Context: an optimization exercise on an open-source flow, tuned for small area, a short achievable clock period and few clock cycles per item. The choices shown serve that exercise and are no tape-out recipe.
In this exercise RTL edits were held to simulation tests only and were not proved equivalent to the original.
Power figures rest on the tool's default switching activity, not on a simulated workload.

the previous run:
// wtm32
module wtm32 (
  input  wire logic        clk,
  input  wire logic        arst_n,
  input  wire logic        in_valid,
  input  wire logic [31:0] in_a,
  input  wire logic [31:0] in_b,
  output logic             in_ready,
  output logic             out_valid,
  output logic [63:0]      out_product,
  input  wire logic        credit_ret
);
Size: ~2,600 cells after synthesis, roughly 130 I/O pins, ~29,000 µm² of cells after synthesis.
clock: 8.0 ns
lec_check: 0
cap_margin: 20
core_margin: 2
core_utilization: 55
setup_slack_margin: 4.5
slew_margin: 20
synth_hierarchical: 1
standard.sh (not shown) runs the stock make flow with config.mk's settings and CLKGATE_MAP_FILE= SYNTH_SCRIPT=/design/flow/synth_recipe.tcl, a recipe that flattens the netlist after the stock synthesis.
==> flow/flow/run.sh <==
#!/bin/bash
# Own flow: the standard synthesis, then every combinational cell that
# synthesis sized above drive 1 is set back to drive 1 (hierarchical
# synthesis sizes each leaf module alone, without its real load), then
# the standard layout from floorplan to finish.  Timing repair in the
# layout steps upsizes again where a path needs it.  Every port still gets
# its own buffer, but a buf_1 rather than the default clkdlybuf4s50_1.
set -euo pipefail
bash standard.sh synth > synth_std.log 2>&1
R=orfs/results/${FLOW_PLATFORM}/wtm32/base
python3 flow/downsize.py "$R/1_2_yosys.v" > downsize.log 2>&1
rm -f "$R/1_synth.odb" "$R/1_synth.sdc"
export BUFFER_PORTS_ARGS="-buffer_cell sky130_fd_sc_hd__buf_1"
bash standard.sh > layout_std.log 2>&1
==> flow/flow/downsize.py <==
#!/usr/bin/env python3
"""Set combinational cells of a sky130hd netlist to drive strength 1.
Flip-flops, latches, buffers, clock cells and tie cells are left alone."""
import re, sys
path = sys.argv[1]
src = open(path).read()
KEEP = ('df', 'dl', 'sdf', 'edf', 'buf', 'clk', 'conb', 'tap', 'fill', 'decap', 'diode', 'dly', 'ha_', 'fa_')
import os
lib = os.path.join(os.environ.get('FLOW_HOME', '/OpenROAD-flow-scripts/flow'),
                   'platforms/sky130hd/lib/sky130_fd_sc_hd__tt_025C_1v80.lib')
cells = set(re.findall(r'cell \("sky130_fd_sc_hd__(\w+)"\)', open(lib).read()))
count = {}
def repl(m):
    base, size = m.group(1), m.group(2)
    name = base + '_' + size
    if size in ('0', '1') or name.startswith(KEEP) or (base + '_1') not in cells:
        return m.group(0)
    count[name] = count.get(name, 0) + 1
    return 'sky130_fd_sc_hd__' + base + '_1 '
out = re.sub(r'\bsky130_fd_sc_hd__([a-z0-9]+(?:_[a-z0-9]+)*?)_(\d+)\s', repl, src)
open(path, 'w').write(out)
for k, v in sorted(count.items()):
    print(k, '->', k.rsplit('_', 1)[0] + '_1', v)
Testbench counts of the previous run, summed over its fixed seeds: cycles 3,224, items 3,200.
Inputs modified between the previous run and the current run:
- swapping 55 for 40 in CORE_UTILIZATION
- swapping 4.5 for 4.6 in SETUP_SLACK_MARGIN
==> comparison <==
- The current run: done, clean on timing, DRC and antenna
- The current run vs the previous run, instance count: the current run higher
- Looking at worst-case hold slack, the current run sits 0.0069 ns lower than the previous run does.
- On final standard cell area without fillers, the lower figure sits with the previous run, not the current run.
- Going from the previous run to the current run, setup slack of the critical path after layout higher; data required time of the critical path higher; total via count in the routed design higher; upper clock frequency limit higher.
- The current run gives less final design utilization than the previous run did.
- The die area of the current run exceeds that of the previous run by 37%.

wtm32 again, from the RTL that the note above started with.
==> flow/config.mk <==
export PLATFORM = sky130hd
export DESIGN_NAME = wtm32
export DESIGN_NICKNAME = wtm32
export VERILOG_FILES = /design/flow/design.v
export SDC_FILE = /design/flow/constraint.sdc
export NUM_CORES = 4
export LEC_CHECK = 0
export CAP_MARGIN = 20
export CORE_MARGIN = 2
export CORE_UTILIZATION = 68
export SETUP_SLACK_MARGIN = 4.5
export SLEW_MARGIN = 20
export SYNTH_HIERARCHICAL = 1
==> flow/constraint.sdc <==
create_clock -name core_clock -period 8.0 [get_ports {clk}]
set_input_delay 1.6000 -clock core_clock [delete_from_list [all_inputs] [get_ports {clk}]]
set_output_delay 1.6000 -clock core_clock [all_outputs]
set_load 0.01 [all_outputs]
Scripts as last shown in full above: flow/flow/run.sh, flow/flow/downsize.py
The starting point completed with no timing, DRC or antenna violations.
Testbench counts at the start, summed over its fixed seeds: cycles 3,224, items 3,200.
Rerun with:
- CORE_UTILIZATION: 68 -> 55
- CTS_CLUSTER_DIAMETER: unset -> 80
- CTS_CLUSTER_SIZE: unset -> 35
- SETUP_SLACK_MARGIN: 4.5 -> 4.6
- TNS_END_PERCENT: unset -> 0
After rerunning: Total power decreases by about 1.8%; routed wire length increases by 2.5%; utilization decreases by 15 points; cell count increases by about 3%; synthesized cell count stays the same; setup slack gets worse by 0.042 ns; final area decreases by 0.49%; register-to-register slack gets worse by 0.04 ns; sequential share of layout area increases by 0.18 points; clock skew increases by 0.010 ns; critical path depth stays the same.
Rerun with:
- CORE_UTILIZATION: 55 -> 40
- CTS_CLUSTER_DIAMETER: 80 -> unset
- CTS_CLUSTER_SIZE: 35 -> unset
- SETUP_SLACK_MARGIN: 4.6 -> 4.4
- TNS_END_PERCENT: 0 -> unset
Fmax goes up by 0.43%; global-route usage goes down by 10 points; final area is higher by about 2.1%; die area increases by 37%; worst hold slack gets worse by 0.016 ns; sequential share of layout area falls by 0.50 points.

-- what the ideal ports hide --
Ports are ideal in the flow. The routed layouts listed here were re-timed in OpenROAD. Step 1 sets driving cells, clkbuf_16 on the clock port and buf_2 on the other inputs (assumed; they add their load-dependent delay and slew). Step 2, shift: input delay + t, output delay - t, t = (earliest + latest rising clock arrival at the registers) / 2. This alone moves slack from input paths to output paths. Slacks: ideal / step 1 / step 2; pairs: ideal / step 1.
run	t (ns)	slack for setup (ns)	slew at the worst register clock pin (ns)	worst slew at a driven data input, ns
the previous run	0.619	4.494 / 4.494 / 4.494	0.07 / 0.07	0.04
the current run	0.643	4.575 / 4.575 / 4.575	0.07 / 0.07	0.05
the first run of note 2	0.631	4.468 / 4.468 / 4.468	0.07 / 0.07	0.04
the second run of note 2	0.661	4.426 / 4.426 / 4.426	0.11 / 0.11	0.04
the third run of note 2	0.643	4.441 / 4.441 / 4.441	0.07 / 0.07	0.05
After both steps setup and hold are still met in every run listed.
